What follows belongs to an exercise in optimizing a design on an open flow for small area and a short achievable clock period; a production flow would make more cautious choices.
Only simulation tests tie the RTL to the original design; equivalence was not proved.
No activity file was given, so power comes from the tool's default toggle rates.

run 3:
==> flow/design.v (excerpt) <==
module coreTop #(
	parameter logic [31:0] resetAddress = '0
) (
	input logic clk,
	input logic reset,
	input corePkg::wordT instr,
	output corePkg::wordT pc,
	output logic regWriteEnable,
	output corePkg::regIndexT writeReg,
	output corePkg::wordT writeData
);
clock: 12.0 ns
lec_check: 0
cap_margin: 20
core_margin: 2
core_utilization: 55
cts_cluster_diameter: 100
cts_cluster_size: 22
setup_slack_margin: 3
slew_margin: 20
synth_hierarchical: 1
standard.sh (not shown) runs the stock make flow with config.mk's settings and CLKGATE_MAP_FILE= SYNTH_SCRIPT=/design/flow/synth_recipe.tcl, a recipe that flattens the netlist after the stock synthesis.
==> flow/flow/run.sh <==
#!/bin/bash
# The standard layout (the standard.sh, all ORFS steps), with the port buffers that
# buffer_ports inserts made plain buf_4 cells instead of the library's default pick.
set -euo pipefail
export BUFFER_PORTS_ARGS="-buffer_cell sky130_fd_sc_hd__buf_4"
bash standard.sh finish > standard_flow.log 2>&1
[inputs] run 4 vs run 3
Settings: swapping 55 for 45 in CORE_UTILIZATION.
==> flow/flow/run.sh <==
#!/bin/bash
# The standard layout (the standard.sh, all ORFS steps), with the port buffers that
# buffer_ports inserts made plain buf_2 cells instead of the library's default pick.
set -euo pipefail
export BUFFER_PORTS_ARGS="-buffer_cell sky130_fd_sc_hd__buf_2"
bash standard.sh finish > standard_flow.log 2>&1
### Flow results
Run 4 went all the way through synthesis, placement and routing and the layout is clean on timing, DRC and antenna. Between run 3 and run 4, number of clock buffers inserted by TritonCTS is higher for run 3, run 4 comes in under that. Cmp run 4 vs run 3: global-route wire length before repair higher in run 4. Cells: run 4 has more instances than run 3. Run 3 → run 4: design area has remained practically unchanged, slack of the critical path now sits higher, maximum clock frequency essentially unchanged, fraction of area in registers about even. Run 4 ends up with a met1 capacity usage during global routing that is 9.2 points lower than in run 3. Core utilization ended up 11 points lower on run 4 than on run 3. When run 4 is set beside run 3, its switching part of the total power turns out to be 0.28 points larger. Run 3 and run 4 ended up with nearly the same unique cell type count in the Yosys netlist.

---

maple:
Starting RTL as in the previous note.
// coreTop
module coreTop #(
	parameter logic [31:0] resetAddress = '0
) (
	input logic clk,
	input logic reset,
	input corePkg::wordT instr,
	output corePkg::wordT pc,
	output logic regWriteEnable,
	output corePkg::regIndexT writeReg,
	output corePkg::wordT writeData
);
clock: 12.0 ns
lec_check: 0
cap_margin: 20
core_margin: 2
core_utilization: 45
cts_cluster_diameter: 100
cts_cluster_size: 22
setup_slack_margin: 3
slew_margin: 20
synth_hierarchical: 1
run.sh (not shown) runs the stock make flow with config.mk's settings and CLKGATE_MAP_FILE= SYNTH_SCRIPT=/design/flow/synth_recipe.tcl, a recipe that flattens the netlist after the stock synthesis.
Stock flow here: none of the scripts above is used.
Modified inputs, quartz compared to maple
==> flow/flow/run.sh (new file) <==
#!/bin/bash
# The standard layout (the standard.sh, all ORFS steps), with the port buffers that
# buffer_ports inserts made plain buf_4 cells instead of the library's default pick.
set -euo pipefail
export BUFFER_PORTS_ARGS="-buffer_cell sky130_fd_sc_hd__buf_4"
bash standard.sh finish > standard_flow.log 2>&1
==> flow/standard.sh (new file) <==
#!/bin/bash
# synth_recipe.tcl (not shown) runs the flow's synth.tcl, then flattens the netlist and writes it again
# the make line also repeats each setting of config.mk as NAME=value (left out here)
make -C /OpenROAD-flow-scripts/flow DESIGN_CONFIG=/design/flow/config.mk WORK_HOME=/design/flow/orfs CLKGATE_MAP_FILE= SYNTH_SCRIPT=/design/flow/synth_recipe.tcl "${@:-finish}"
removed: flow/run.sh
[summary]
Multi-input logic portion of the cell area (lower): quartz
Going from maple to quartz, synthesis-to-layout area growth lower, number of multi-input combinational cells dropped 13, routed metal-1 wire length decreased 5.2%, total of fill cells in the finished design grew by about 2.6%, arrival time of data at the critical path endpoint down 180 ps.
Comparing sequential share of layout area for maple and quartz, the smaller number came from maple.
Going from maple to quartz, the share of layout cells above drive strength 1 was found to have gone down by 1.1 points.
maple has a higher post-route fraction of the period consumed by the critical path than quartz.
Clock group share of total power was higher in the run labelled maple.
### quartz -> tundra
- swapping 3 for 3.25 in SETUP_SLACK_MARGIN
==> results.txt <==
- Total core area came out exactly the same in tundra and quartz.
- Changes observed in tundra relative to quartz: total iterations of the first detailed-routing run moved down, clock net sink count level, synthesized cell count level.

## re-timing with driven ports
How much do the figures lean on ideal ports? The routed layouts below were timed once more, with nothing changed but the port constraints.
Step 1 assumes that a clkbuf_16 drives the clock port and a buf_2 every other input.
Step 2 adds t to the input delays and takes it off the output delays; t is the mean of the earliest and latest rising clock arrival at the registers after step 1. Input paths then give back, and output paths get back, about the clock's delay inside the block.
a / b / c = ideal ports / drivers / drivers and shift; a / b = the first two.
run | t, ns | setup WS [ns] | worst setup path at the end | latest minus earliest clock arrival (ns) | worst data-port slew with drivers (ns)
run 3 | 0.694 | 2.998 / 2.972 / 2.606 | input to register | 0.041 / 0.041 | 0.04
run 4 | 0.704 | 3.008 / 2.970 / 2.940 | input to register | 0.055 / 0.055 | 0.05
maple | 0.714 | 2.851 / 2.830 / 2.648 | input to register | 0.028 / 0.028 | 0.04
quartz | 0.680 | 3.034 / 3.004 / 2.800 | input to register | 0.038 / 0.037 | 0.04
tundra | 0.681 | 3.228 / 3.202 / 3.074 | input to register | 0.047 / 0.047 | 0.04
After both steps setup and hold are still met in every run listed. For run 3, which loses most, drivers alone change the setup slack by -0.026 ns; drivers and shift together by -0.392 ns.
